Context: an optimization exercise on an open-source flow, tuned for small area and a short achievable clock period. The choices shown serve that exercise and are no tape-out recipe.
Only simulation tests tie the RTL to the original design; equivalence was not proved.
The flow treats the clock pin as an ideal source, which a real chip does not have.
Power figures rest on the tool's default switching activity, not on a simulated workload.

==> flow/design.v <==
package pcpu;
    localparam int REG_XLEN = 32;
    localparam int REG_NUM  = 32;
    typedef logic [4:0] reg_addr_t;
    typedef struct packed {
        logic [31:0] x0,  x1,  x2,  x3,  x4,  x5,  x6,  x7;
        logic [31:0] x8,  x9,  x10, x11, x12, x13, x14, x15;
        logic [31:0] x16, x17, x18, x19, x20, x21, x22, x23;
        logic [31:0] x24, x25, x26, x27, x28, x29, x30, x31;
    } RV32_Regs_t;
endpackage
module regfile_scoreboard #(
    parameter int NREGS = pcpu::REG_NUM
) (
    input  logic             clk,
    input  logic [NREGS-1:1] set,
    input  logic [NREGS-1:1] keep,
    output logic [NREGS-1:0] sb_busy
);
    logic [NREGS-1:1] r_busy;
    always_ff @(posedge clk)
        r_busy <= set | (r_busy & keep);
    assign sb_busy = {r_busy, 1'b0};
endmodule
module regfile_mp #(
    parameter int XLEN  = pcpu::REG_XLEN,
    parameter int NREGS = pcpu::REG_NUM,
    parameter int NRD   = 2,
    parameter int NWR   = 2,
    parameter int AW    = $clog2(NREGS)
) (
    input  logic                   clk,
    input  logic                   rst_n,
    input  logic [NRD-1:0][AW-1:0] rd_addr,
    output logic [NRD-1:0][XLEN-1:0] rd_data,
    output logic [NRD-1:0]         rd_busy,
    input  logic [NWR-1:0]         wr_en,
    input  logic [NWR-1:0][AW-1:0] wr_addr,
    input  logic [NWR-1:0][XLEN-1:0] wr_data,
    input  logic                   sb_set,
    input  logic [AW-1:0]          sb_addr,
    output logic [NREGS-1:0]       sb_busy
);
    localparam int NR = NREGS - 1;    
    logic [NREGS-1:0]         w_sb_busy;
    logic [NRD-1:0][XLEN-1:0] r_rd_data;
    logic [NRD-1:0]           r_rd_busy;
    logic [XLEN-1:0] w_wd0n;
    assign w_wd0n = ~(wr_data[0] & {XLEN{rst_n}});
    logic [NR*XLEN-1:0] w_q;      
    logic [NREGS-1:1]   w_sb_set, w_sb_keep;
    for (genvar k = 0; k < NR; k++) begin : g_reg
        logic w1, w0, s1, s0;
        assign w1 = wr_en[1] && wr_addr[1] == AW'(k+1);
        assign w0 = wr_en[0] && wr_addr[0] == AW'(k+1);
        assign s1 = rst_n && w1;
        assign s0 = !s1 && (!rst_n || w0);
        assign w_sb_set[k+1]  = rst_n && sb_set && sb_addr == AW'(k+1);
        assign w_sb_keep[k+1] = rst_n && !w1 && !w0;
        regfile_word #(.XLEN(XLEN)) u_word (
            .clk   (clk),
            .we    (s1 || s0),
            .s1_n  (!s1),
            .s0    (s0),
            .wd1   (wr_data[1]),
            .wd0_n (w_wd0n),
            .q     (w_q[k*XLEN +: XLEN])
        );
    end
    regfile_scoreboard #(.NREGS(NREGS)) u_sb (
        .clk     (clk),
        .set     (w_sb_set),
        .keep    (w_sb_keep),
        .sb_busy (w_sb_busy)
    );
    for (genvar j = 0; j < NRD; j++) begin : g_rd
        logic          h1, h0, nz, b1, b0, g;
        logic [NR-1:0] sel;
        assign h1 = wr_en[1] && wr_addr[1] == rd_addr[j];
        assign h0 = wr_en[0] && wr_addr[0] == rd_addr[j];
        assign nz = rst_n && rd_addr[j] != '0;
        assign b1 = nz && h1;
        assign b0 = nz && !h1 && h0;
        assign g  = rst_n && !h1 && !h0;
        for (genvar k = 0; k < NR; k++) begin : g_sel
            assign sel[k] = rd_addr[j] == AW'(k+1);
        end
        logic [XLEN-1:0] d;
        for (genvar b = 0; b < XLEN; b++) begin : g_bit
            logic [NR-1:0] col;
            for (genvar k = 0; k < NR; k++) begin : g_col
                assign col[k] = w_q[k*XLEN + b];
            end
            logic nb;
            logic [2:0] q;
            regfile_or31_q u_or  (.sel(sel), .d(col), .g(g), .q(q));
            regfile_aoi22  u_byp (.a1(b1), .a2(wr_data[1][b]), .b1(b0), .b2(wr_data[0][b]), .y(nb));
            regfile_nand4  u_out (.a(q[0]), .b(q[1]), .c(q[2]), .d(nb), .y(d[b]));
        end
        logic busy;
        logic [2:0] busy_q;
        regfile_or31_q u_busy (.sel(sel), .d(w_sb_busy[NREGS-1:1]), .g(g), .q(busy_q));
        regfile_nand3  u_busy_out (.a(busy_q[0]), .b(busy_q[1]), .c(busy_q[2]), .y(busy));
        always_ff @(negedge clk) begin
            r_rd_data[j] <= d;
            r_rd_busy[j] <= busy;
        end
    end
    assign rd_data = r_rd_data;
    assign rd_busy = r_rd_busy;
    assign sb_busy = w_sb_busy;
endmodule
module regfile_or31_q (
    input  logic [30:0] sel,
    input  logic [30:0] d,
    input  logic        g,
    output logic [2:0]  q
);
    logic [10:0] n;
    logic [2:0]  p;
    for (genvar i = 0; i < 10; i++) begin : g_aoi
        regfile_aoi222 u_aoi (
            .a1(sel[3*i]),   .a2(d[3*i]),
            .b1(sel[3*i+1]), .b2(d[3*i+1]),
            .c1(sel[3*i+2]), .c2(d[3*i+2]),
            .y (n[i])
        );
    end
    regfile_nand2 u_n30 (.a(sel[30]), .b(d[30]), .y(n[10]));
    regfile_nand4 u_p0 (.a(n[0]), .b(n[1]), .c(n[2]), .d(n[3]), .y(p[0]));
    regfile_nand4 u_p1 (.a(n[4]), .b(n[5]), .c(n[6]), .d(n[7]), .y(p[1]));
    regfile_nand3 u_p2 (.a(n[8]), .b(n[9]), .c(n[10]), .y(p[2]));
    for (genvar i = 0; i < 3; i++) begin : g_q
        regfile_nand2 u_q (.a(p[i]), .b(g), .y(q[i]));
    end
endmodule
module regfile_aoi222 (
    input  logic a1, a2, b1, b2, c1, c2,
    output logic y
);
    assign y = !((a1 && a2) || (b1 && b2) || (c1 && c2));
endmodule
module regfile_aoi22 (
    input  logic a1, a2, b1, b2,
    output logic y
);
    assign y = !((a1 && a2) || (b1 && b2));
endmodule
module regfile_nand2 (
    input  logic a, b,
    output logic y
);
    assign y = !(a && b);
endmodule
module regfile_nand3 (
    input  logic a, b, c,
    output logic y
);
    assign y = !(a && b && c);
endmodule
module regfile_nand4 (
    input  logic a, b, c, d,
    output logic y
);
    assign y = !(a && b && c && d);
endmodule
module regfile_word #(
    parameter int XLEN = 32
) (
    input  logic            clk,
    input  logic            we,
    input  logic            s1_n,
    input  logic            s0,
    input  logic [XLEN-1:0] wd1,
    input  logic [XLEN-1:0] wd0_n,
    output logic [XLEN-1:0] q
);
    logic [XLEN-1:0] y, d;
    for (genvar b = 0; b < XLEN; b++) begin : g_bit
        regfile_oai22 u_y (.a1(q[b]), .a2(we), .b1(wd1[b]), .b2(s1_n), .y(y[b]));
        regfile_aoi21 u_d (.a1(wd0_n[b]), .a2(s0), .b1(y[b]), .y(d[b]));
    end
    always_ff @(posedge clk)
        q <= d;
endmodule
module regfile_oai22 (
    input  logic a1, a2, b1, b2,
    output logic y
);
    assign y = !((a1 || a2) && (b1 || b2));
endmodule
module regfile_aoi21 (
    input  logic a1, a2, b1,
    output logic y
);
    assign y = !((a1 && a2) || b1);
endmodule
==> flow/flow/run.sh <==
#!/bin/bash
# Standard ORFS layout (the standard.sh, standard synthesis unchanged) with:
#  - port buffers from the plain buf family (sizable by repair) instead of the
#    default delay-buffer cell;
#  - before CTS (flow/pre_cts.tcl), stronger drive on the falling-edge read
#    registers and the output buffers they feed, and a timing repair of the
#    read paths' shared logic (decode, select and bypass fanout);
#  - after floorplan (flow/post_floorplan.tcl), the _1 size for the gates that
#    only drive a storage flip-flop;
#  - clock tree from clkbuf_8 cells in small sink clusters, without dummy loads.
# ORFS writes each step's full log under orfs/logs/; make's own output goes to flow.log.
set -euo pipefail
here=$(pwd)
bash standard.sh \
  "BUFFER_PORTS_ARGS=-buffer_cell sky130_fd_sc_hd__buf_2" \
  "POST_FLOORPLAN_TCL=$here/flow/post_floorplan.tcl" \
  "PRE_CTS_TCL=$here/flow/pre_cts.tcl" \
  "CTS_ARGS=-sink_clustering_enable -repair_clock_nets -dont_use_dummy_load -buf_list sky130_fd_sc_hd__clkbuf_8 -sink_clustering_size 14 -sink_clustering_max_diameter 60" \
  finish > flow.log 2>&1
==> flow/flow/post_floorplan.tcl <==
# Synthesis maps the storage bits' AOI21 gates to the _2 drive strength; each only
# drives its own flip-flop's D pin, so use the _1 size there.
set n 0
foreach inst [get_cells -filter "ref_name==sky130_fd_sc_hd__a21oi_2"] {
  set out [get_pins -of_objects $inst -filter "direction==output"]
  set loads [get_pins -of_objects [get_nets -of_objects $out] -filter "direction==input"]
  if {[llength $loads] == 1 && [string match "*__dfxtp_*" [get_property [get_cells -of_objects $loads] ref_name]]} {
    replace_cell $inst sky130_fd_sc_hd__a21oi_1
    incr n
  }
}
puts "post_floorplan: resized $n flip-flop input gates to a21oi_1"
# Likewise the bypass AOI22 gates of the read bits (each drives one gate).
set n 0
foreach inst [get_cells -filter "ref_name==sky130_fd_sc_hd__a22oi_2"] {
  replace_cell $inst sky130_fd_sc_hd__a22oi_1
  incr n
}
puts "post_floorplan: resized $n gates to a22oi_1"
==> flow/flow/pre_cts.tcl <==
# Output paths run from the falling-edge read registers through the output port
# buffers to rd_data / rd_busy: give those registers and buffers a stronger drive.
set n_ff 0
set n_buf 0
foreach port [get_ports {rd_data[*] rd_busy[*]}] {
  foreach pin [get_pins -of_objects [get_nets [get_full_name $port]] -filter "direction==output"] {
    set buf [get_cells -of_objects $pin]
    if {[string match "*__buf_*" [get_property $buf ref_name]]} {
      replace_cell $buf sky130_fd_sc_hd__buf_4
      incr n_buf
    }
    foreach in [get_pins -of_objects $buf -filter "direction==input"] {
      foreach dpin [get_pins -of_objects [get_nets -of_objects $in] -filter "direction==output"] {
        set ff [get_cells -of_objects $dpin]
        if {[string match "*__dfxtp_*" [get_property $ff ref_name]]} {
          replace_cell $ff sky130_fd_sc_hd__dfxtp_2
          incr n_ff
        }
      }
    }
  }
}
puts "pre_cts: resized $n_buf output buffers and $n_ff output registers"
# Read paths: the shared logic (input buffers, address decode, select and bypass
# fanout) sets their delay; let repair work on it, holding as they are the gates
# that drive a single load and are fed only by low-fanout nets (the inner part
# of the per-bit read trees, and the registers).
estimate_parasitics -placement
set held {}
foreach inst [get_cells *] {
  set outs [get_pins -of_objects $inst -filter "direction==output"]
  if {[llength $outs] != 1} continue
  set loads [get_pins -quiet -of_objects [get_nets -of_objects $outs] -filter "direction==input"]
  if {[llength $loads] > 1} continue
  set fed_wide 0
  foreach in [get_pins -of_objects $inst -filter "direction==input"] {
    set net [get_nets -quiet -of_objects $in]
    if {$net eq ""} continue
    if {[llength [get_pins -quiet -of_objects $net -filter "direction==input"]] > 2} { set fed_wide 1; break }
  }
  if {!$fed_wide} { lappend held $inst }
}
puts "pre_cts: holding [llength $held] cells"
set_dont_touch $held
report_worst_slack -max
repair_timing -setup -setup_margin 1.0 -repair_tns 100 -skip_last_gasp
report_worst_slack -max
unset_dont_touch $held
==> flow/standard.sh <==
#!/bin/bash
# synth_recipe.tcl (not shown) runs the flow's synth.tcl, then flattens the netlist and writes it again
# the make line also repeats each setting of config.mk as NAME=value (left out here)
make -C /OpenROAD-flow-scripts/flow DESIGN_CONFIG=/design/flow/config.mk WORK_HOME=/design/flow/orfs CLKGATE_MAP_FILE= SYNTH_SCRIPT=/design/flow/synth_recipe.tcl "${@:-finish}"
==> flow/config.mk <==
export PLATFORM = sky130hd
export DESIGN_NAME = regfile_mp
export DESIGN_NICKNAME = regfile_mp
export VERILOG_FILES = /design/flow/design.v
export SDC_FILE = /design/flow/constraint.sdc
export NUM_CORES = 4
export LEC_CHECK = 0
export CAP_MARGIN = 20
export CORE_MARGIN = 2
export CORE_UTILIZATION = 40
export SETUP_SLACK_MARGIN = 1.6
export SLEW_MARGIN = 20
export SYNTH_HIERARCHICAL = 1
export TNS_END_PERCENT = 5
==> flow/constraint.sdc <==
create_clock -name core_clock -period 10.0 [get_ports {clk}]
set_input_delay 2.0000 -clock core_clock [delete_from_list [all_inputs] [get_ports {clk}]]
set_output_delay 2.0000 -clock core_clock [all_outputs]
set_load 0.01 [all_outputs]
==> impl_metrics.env, run 1 <==
export IMPL_drt_first_pass_iters=13
export IMPL_netlist_area_mm2=0.04936
export IMPL_stdcell_count=7025
export IMPL_synth_seq_area_share_pct=44.17
export IMPL_rsz0062_at_grt="yes"
export IMPL_cp_end_kind="flop"
export IMPL_synth_fa_ha_area_share_pct=0
export IMPL_hp_class="reg -> reg"
export IMPL_detail_route_antenna_nets=0
export IMPL_synth_warnings=9
export IMPL_synth_main_ff_cell="dfxtp_1"
export IMPL_worst_ir_drop_vdd_mv=0.1114
export IMPL_synthCells=4839
export IMPL_crit_chain="clkbuf_4 -> nor2_1 -> nand2_2 -> nor3_4 -> buf_12 -> a222oi_1 -> nand4_1 -> nand2_1 -> nand4_1"
export IMPL_crit_fanout=33
export IMPL_synth_edf_count=0
export IMPL_ys_ff_latch=1089
export IMPL_fill_cells=11834
export IMPL_synth_compound_area_share_pct=46.92
export IMPL_die_area_mm2=0.1262
export IMPL_synth_top_family_by_area="compound AO/OA/AOI/OAI gates"
export IMPL_place_congestion=0.9732
export IMPL_outcome="finished clean"
export IMPL_ys_types=39
export IMPL_wl_mm=263.8
export IMPL_rows=128
export IMPL_synth_top_area_cell="dfxtp_1"
export IMPL_die_w_um=355.3
export IMPL_crit_required_ns=5.63
export IMPL_grt_max_degree=60
export IMPL_hold_viol=0
export IMPL_numClockSinks=1089
export IMPL_cap_violations=0
export IMPL_finalSetupTns_ns=0
export IMPL_cp_buffers_inverters=2
export IMPL_die_h_um=355.3
export IMPL_core_area_mm2=0.1222
export IMPL_start_util_pct=40.39
export IMPL_critPathArrivalTime_ns=4.05
export IMPL_avgSynthCellArea_um2=10.20
export IMPL_p_seq_share_pct=55.9
export IMPL_overflow=0
export IMPL_synth_xor_area_share_pct=0.3549
export IMPL_numPlacedInstances=6811
export IMPL_grt_pass1_wl_mm=369.1
export IMPL_synth_async_reset_ratio_pct=0
export IMPL_power_internal_w=0.006283
export IMPL_cp_common_cell="nand4_1"
export IMPL_crit_path_start_kind="primary input"
export IMPL_numCtsBuffers=99
export IMPL_grt_util_all_layers_pct=39.37
export IMPL_holdWs_ns=0.5549
export IMPL_maxSlewViolCount=0
export IMPL_crit_path_max_incr_delay_ns=0.50
export IMPL_vias=56315
export IMPL_antenna_found_initial=11
export IMPL_drc_errors=0
export IMPL_synth_area_leaders="dfxtp_1 44%, a21oi_2 18%, a222oi_1 13%, o22ai_1 13%, nand2_1 2.7%"
export IMPL_syn_nets=4933
export IMPL_criticalPathCategory="in -> reg"
export IMPL_drive_gt1_share_pct=14.83
export IMPL_clockPowerShare_pct=27.2
export IMPL_comb_power_share_pct=17.0
export IMPL_switchingPower_w=0.003097
export IMPL_path_clk_slew_ns=0.07
export IMPL_drtIter0Drc=13727
export IMPL_synth_top_cell_area_share_pct=44.17
export IMPL_cts_tree="built"
export IMPL_setup_viol=0
export IMPL_clk_latency_ns=0.84
export IMPL_drt_wirelength_per_cell_um=37.56
export IMPL_nNetsFinal=5491
export IMPL_clock_skew_ns=0.1323
export IMPL_powerDensity_mw_per_mm2=173.4
export IMPL_leakage_nw=19.35
export IMPL_synth_area_mux_share_pct=0
export IMPL_crit_family="simple AND/OR/NAND/NOR gates"
export IMPL_hpwl_mm=149.6
export IMPL_cp_slowest_cell="a222oi_1"
export IMPL_cts_hold_buf=0
export IMPL_slew_headroom_pct=16.08
export IMPL_syn_to_final_growth_pct=9.572
export IMPL_port_buffers=190
export IMPL_worst_pin_slew_ns=1.259
export IMPL_p_sw_share_pct=33.02
export IMPL_ios=192
export IMPL_synthSimpleGateAreaFrac_pct=8.063
export IMPL_grt_pass1_vias=52521
export IMPL_viasPerCell=8.016
[cell usage after synthesis (2+ instances only)]
master    number
a22oi_2       64
nand3b_1       5
and3_1        12
buf_2         21
nor2_1       109
xor2_1        16
o21ai_0       32
nor3_1         9
nor2b_1        6
a21oi_1       24
nand4_1      198
or3b_2         4
nor3b_1        4
nor2b_2        2
buf_4          4
nor3_2         3
o22ai_1      992
nand2_1      358
or3_1         10
or2_2          3
dfxtp_1     1089
a21oi_2      992
clkbuf_1      23
nand3_1       91
o21a_1        24
a21boi_0      21
xnor2_1        4
a222oi_1     660
nor4_1         4
inv_1          4
nand2b_1      13
a21o_1        31
[cells in the final DEF (no fill, tap or decap), drive strengths merged]
cell / n
a21oi: 1016
a21o: 31
dfxtp: 1089
or3: 10
buf: 433
xnor2: 4
nor3: 12
nor3b: 4
and2: 1
a222oi: 660
a22oi: 64
nand4: 198
and3: 14
o21ai: 32
inv: 69
and2b: 1
nor2: 111
xor2: 16
o31ai: 1
o22ai: 992
o21a: 24
nand3: 92
nor2b: 9
or2: 3
nor4: 4
diode: 5
nand2b: 13
nand2: 358
nand3b: 5
clkbuf: 103
a21boi: 21
or3b: 4
conb: 1
[power by group through the flow]
| stage | sequential (W) | combinational (W) | clock, W |
|---|---|---|---|
| 3_3_place_gp | 0.00528 | 0.00142 | 0.0000407 |
| 3_5_place_dp | 0.00529 | 0.00145 | 0.0000407 |
| 2_1_floorplan | 0.00518 | 0.00106 | 0.0000407 |
| 4_1_cts | 0.00521 | 0.00150 | 0.00251 |
| 5_1_grt | 0.00528 | 0.00164 | 0.00268 |
| 6_report | 0.00524 | 0.00159 | 0.00255 |
[per-layer routing]
layer / vias up / track usage [%] / routed length (µm)
met5: - / 0.9434 / 253
met4: 14 / 27.63 / 23050
met3: 1712 / 14.66 / 43810
met2: 5953 / 57.09 / 107000
met1: 26423 / 47.95 / 89670
li1: 22213 / - / -
[flip-flops by register name, indices dropped and copies added, names as in the netlist]
register / cells
g.u_word.q: 992
r_rd_data: 64
u_sb.r_busy: 31
r_rd_busy: 2
[logic make-up after synthesis]
| group | count (synthesis) |
|---|---|
| DFF | 1089 |
| AOI/OAI and AO/OA | 2841 |
| and+or+nand+nor | 835 |
| other | 1 |
| xor gates and xnor gates | 20 |
| buffers and inverters | 53 |
[modules after synthesis, one instance, submodules excluded, excerpt]
| module | times used | flip-flops and latches | cells |
|---|---|---|---|
| regfile_aoi222 | 660 | 0 | 1 |
| regfile_mp | 1 | 66 | 547 |
| regfile_nand3 | 68 | 0 | 1 |
| regfile_nand4 | 196 | 0 | 1 |
| regfile_aoi22 | 64 | 0 | 1 |
| regfile_nand2 | 264 | 0 | 1 |
| regfile_aoi21 | 992 | 0 | 1 |
| regfile_oai22 | 992 | 0 | 1 |
[per-stage QoR]
stage	util [%]	cell area, µm²	setup slack, ns	power (W)
6_report	44.26	54080	1.584	0.009381
5_1_grt	44.25	54070	1.566	0.009600
4_1_cts	44.22	54040	1.630	0.009219
3_5_place_dp	42.19	51560	0.4196	0.006785
3_3_place_gp	42.05	51390	0.4952	0.006741
2_1_floorplan	-	49660	0.9225	0.006273
[final timing paths]
kind / to / start / slack, ns / cells past startpoint
max: r_rd_data[53] / rd_addr[7] / 1.58 / 9
min reg2reg: u_sb.r_busy[3] / u_sb.r_busy[3] / 0.55 / 1
max reg2reg: r_rd_data[53] / g_reg[0].u_word.q[21] / 3.34 / 4
min: u_sb.r_busy[3] / u_sb.r_busy[3] / 0.55 / 1
[timing repair]
item,4_1_cts,5_1_grt
setup endpoints to repair,66,7
setup buffers,40,0
pin swaps,35,1
resized for setup,39,1
cloned,5,0
[layout make-up]
type	instances	area, µm²	area share [%]
Clock buffer	99	1363	2.519
Sequential cell	1089	21880	40.46
Inverter	3	11.26	0.02082
Tap cell	1625	2033	3.759
Antenna cell	5	12.51	0.02313
Multi-Input combinational cell	3701	24720	45.70
Timing Repair Buffer	437	3816	7.056
Clock inverter	66	247.7	0.4581
==> run 2, diff against run 1 <==
--- a/flow/config.mk
+++ b/flow/config.mk
@@ -5,10 +5,10 @@
 export SDC_FILE = /design/flow/constraint.sdc
 export NUM_CORES = 4
 export LEC_CHECK = 0
-export CAP_MARGIN = 20
+export CAP_MARGIN = 10
 export CORE_MARGIN = 2
 export CORE_UTILIZATION = 40
 export SETUP_SLACK_MARGIN = 1.6
-export SLEW_MARGIN = 20
+export SLEW_MARGIN = 10
 export SYNTH_HIERARCHICAL = 1
 export TNS_END_PERCENT = 5
==> impl_metrics.env, run 2 <==
export IMPL_fill_cells=11834
export IMPL_largest_register="g.u_word.q"
export IMPL_p_seq_share_pct=55.8
export IMPL_largest_register_ffs=992
export IMPL_hold_viol=0
export IMPL_drt_first_pass_iters=14
export IMPL_holdWs_ns=0.5551
export IMPL_power_internal_w=0.006286
export IMPL_port_buffers=190
export IMPL_cap_violations=0
export IMPL_crit_required_ns=5.59
export IMPL_top_regs="g.u_word.q (992), r_rd_data (64), u_sb.r_busy (31)"
export IMPL_rows=128
export IMPL_drive_gt1_share_pct=15.02
export IMPL_switchingPower_w=0.003101
export IMPL_die_w_um=355.3
export IMPL_crit_fanout=15
export IMPL_netlist_area_mm2=0.04936
export IMPL_clockPowerShare_pct=27.1
export IMPL_finalInstanceArea_mm2=0.05420
export IMPL_synthTopCellsByCount="1089 x dfxtp_1, 992 x a21oi_2, 992 x o22ai_1"
export IMPL_avgSynthCellArea_um2=10.20
export IMPL_p_sw_share_pct=33.04
export IMPL_grt_pass1_wl_mm=372.0
export IMPL_nNetsFinal=5503
export IMPL_synth_edf_count=0
export IMPL_leakage_nw=19.39
export IMPL_worst_ir_drop_vdd_mv=0.1128
export IMPL_antenna_found_initial=8
export IMPL_numClockSinks=1089
export IMPL_syn_nets=4933
export IMPL_comb_power_share_pct=17.1
export IMPL_ys_types=39
export IMPL_cp_end_kind="flop"
export IMPL_synth_area_leaders="dfxtp_1 44%, a21oi_2 18%, a222oi_1 13%, o22ai_1 13%, nand2_1 2.7%"
export IMPL_final_cell_mix="1023 x dfxtp_1, 992 x a21oi_1, 992 x o22ai_1"
export IMPL_synth_seq_area_share_pct=44.17
export IMPL_total_power_w=0.009387
export IMPL_wl_mm=266.6
export IMPL_syn_to_final_growth_pct=9.810
export IMPL_place_congestion=0.9732
export IMPL_cts_tree="built"
export IMPL_whs_path_depth=1
export IMPL_rsz0062_at_grt="yes"
export IMPL_critPathArrivalTime_ns=4.06
export IMPL_grt_pass1_vias=52565
export IMPL_core_area_mm2=0.1222
export IMPL_die_h_um=355.3
export IMPL_outcome="finished clean"
export IMPL_synth_top_cell_area_share_pct=44.17
export IMPL_die_area_mm2=0.1262
export IMPL_synth_main_ff_cell="dfxtp_1"
export IMPL_synth_top_area_cell="dfxtp_1"
export IMPL_layout_commonest_cell="dfxtp_1"
export IMPL_ios=192
export IMPL_hp_class="reg -> reg"
export IMPL_worst_pin_slew_ns=1.402
export IMPL_detail_route_antenna_nets=0
export IMPL_setup_viol=0
export IMPL_placed_area_mm2=0.05139
export IMPL_slew_headroom_pct=6.514
export IMPL_cts_hold_buf=0
export IMPL_start_util_pct=40.39
export IMPL_synth_async_reset_ratio_pct=0
export IMPL_numCtsBuffers=99
export IMPL_synth_warnings=9
export IMPL_overflow=0
export IMPL_grt_util_all_layers_pct=39.75
export IMPL_ys_ff_latch=1089
export IMPL_synth_most_common_cell="dfxtp_1"
export IMPL_worstRegToRegCells=4
export IMPL_drtIter0Drc=14255
export IMPL_path_clk_slew_ns=0.06
export IMPL_powerDensity_mw_per_mm2=173.2
export IMPL_clk_latency_ns=0.83
export IMPL_clock_skew_ns=0.1044
export IMPL_viasPerCell=8.017
export IMPL_crit_path_start_kind="primary input"
export IMPL_drt_wirelength_per_cell_um=37.88
export IMPL_drc_errors=0
export IMPL_hpwl_mm=148.7
export IMPL_grt_max_degree=60
export IMPL_criticalPathCategory="in -> reg"
export IMPL_maxSlewViolCount=0
export IMPL_vias=56415
export IMPL_finalSetupTns_ns=0
export IMPL_synthCells=4839
## run 2: cell counts after synthesis
Identical to the previous run, type by type.
## run 2: worst max-delay path, stage by stage
cell and delay [ns]:
buf_2 0.22, or3b_2 0.36, nor2_4 0.08, buf_12 0.17, buf_4 0.18, a222oi_1 0.33
nand4_1 0.37, nand2_1 0.24, nand4_1 0.10
## run 2: worst paths after layout
kind | slack (ns) | endpoint | start
setup reg to reg | 3.32 | r_rd_data[16] | g_reg[3].u_word.q[16]
hold reg to reg | 0.56 | u_sb.r_busy[1] | u_sb.r_busy[1]
setup / recovery | 1.53 | r_rd_data[31] | rd_addr[4]
hold / removal | 0.56 | u_sb.r_busy[1] | u_sb.r_busy[1]
## run 2: stage by stage
step	instances	setup slack (ns)	util, %
after floorplan	4839	0.9225	-
after global placement	6805	0.4952	42.05
after detailed placement	6805	0.4469	42.05
after CTS	7031	1.640	44.32
after global routing	7033	1.553	44.35
final	7037	1.529	44.36
## run 2: area by class of cell
cell class	count	area (µm²)	area share (%)
Tap cell	1625	2033	3.751
Clock buffer	99	1363	2.514
Inverter	3	11.26	0.02078
Timing Repair Buffer	445	3918	7.228
Clock inverter	66	247.7	0.4571
Antenna cell	5	12.51	0.02308
Sequential cell	1089	21880	40.37
Multi-Input combinational cell	3705	24730	45.63
## run 2: layer usage
layer / part of all wire (%) / track usage [%] / routed length [µm]
met1: 34 / 48.02 / 90570
met2: 40 / 57.11 / 107100
met3: 17 / 15.66 / 44450
met4: 9.1 / 28.86 / 24330
met5: 0.041 / 0.2642 / 110
## run 2: per-module statistics from Yosys, one instance, submodules excluded, excerpt
module          flip-flops and latches  times used  cells inside
regfile_oai22                        0         992             1
regfile_nand3                        0          68             1
regfile_aoi222                       0         660             1
regfile_aoi22                        0          64             1
regfile_nand4                        0         196             1
regfile_aoi21                        0         992             1
regfile_mp                          66           1           547
regfile_nand2                        0         264             1
## run 2: cells by family (layout without fill, tap and decap cells)
group / Yosys count / count (layout) / share of synthesized area [%]
flops: 1089 / 1089 / 44.17
compound gates: 2841 / 2841 / 46.92
simple gates: 835 / 843 / 8.063
buf+inv: 53 / 613 / 0.4867
other cells: 1 / 6 / 0.007597
xor+xnor: 20 / 20 / 0.3549
## run 2: repair_timing
action / in CTS / in global routing
gates resized for setup: 60 / 0
cloned: 9 / 0
pin swaps: 40 / 3
buffers inserted: 53 / 0
endpoints found under the setup margin: 66 / 4
hold endpoints to repair: 0 / 0
## run 2: power by group through the flow
| stage | sequential, W | combinational (W) | clock (W) |
|---|---|---|---|
| floorplan | 0.00518 | 0.00106 | 0.0000407 |
| global placement | 0.00528 | 0.00142 | 0.0000407 |
| detailed placement | 0.00529 | 0.00145 | 0.0000407 |
| CTS | 0.00521 | 0.00150 | 0.00250 |
| global route | 0.00528 | 0.00165 | 0.00269 |
| finish | 0.00524 | 0.00161 | 0.00254 |
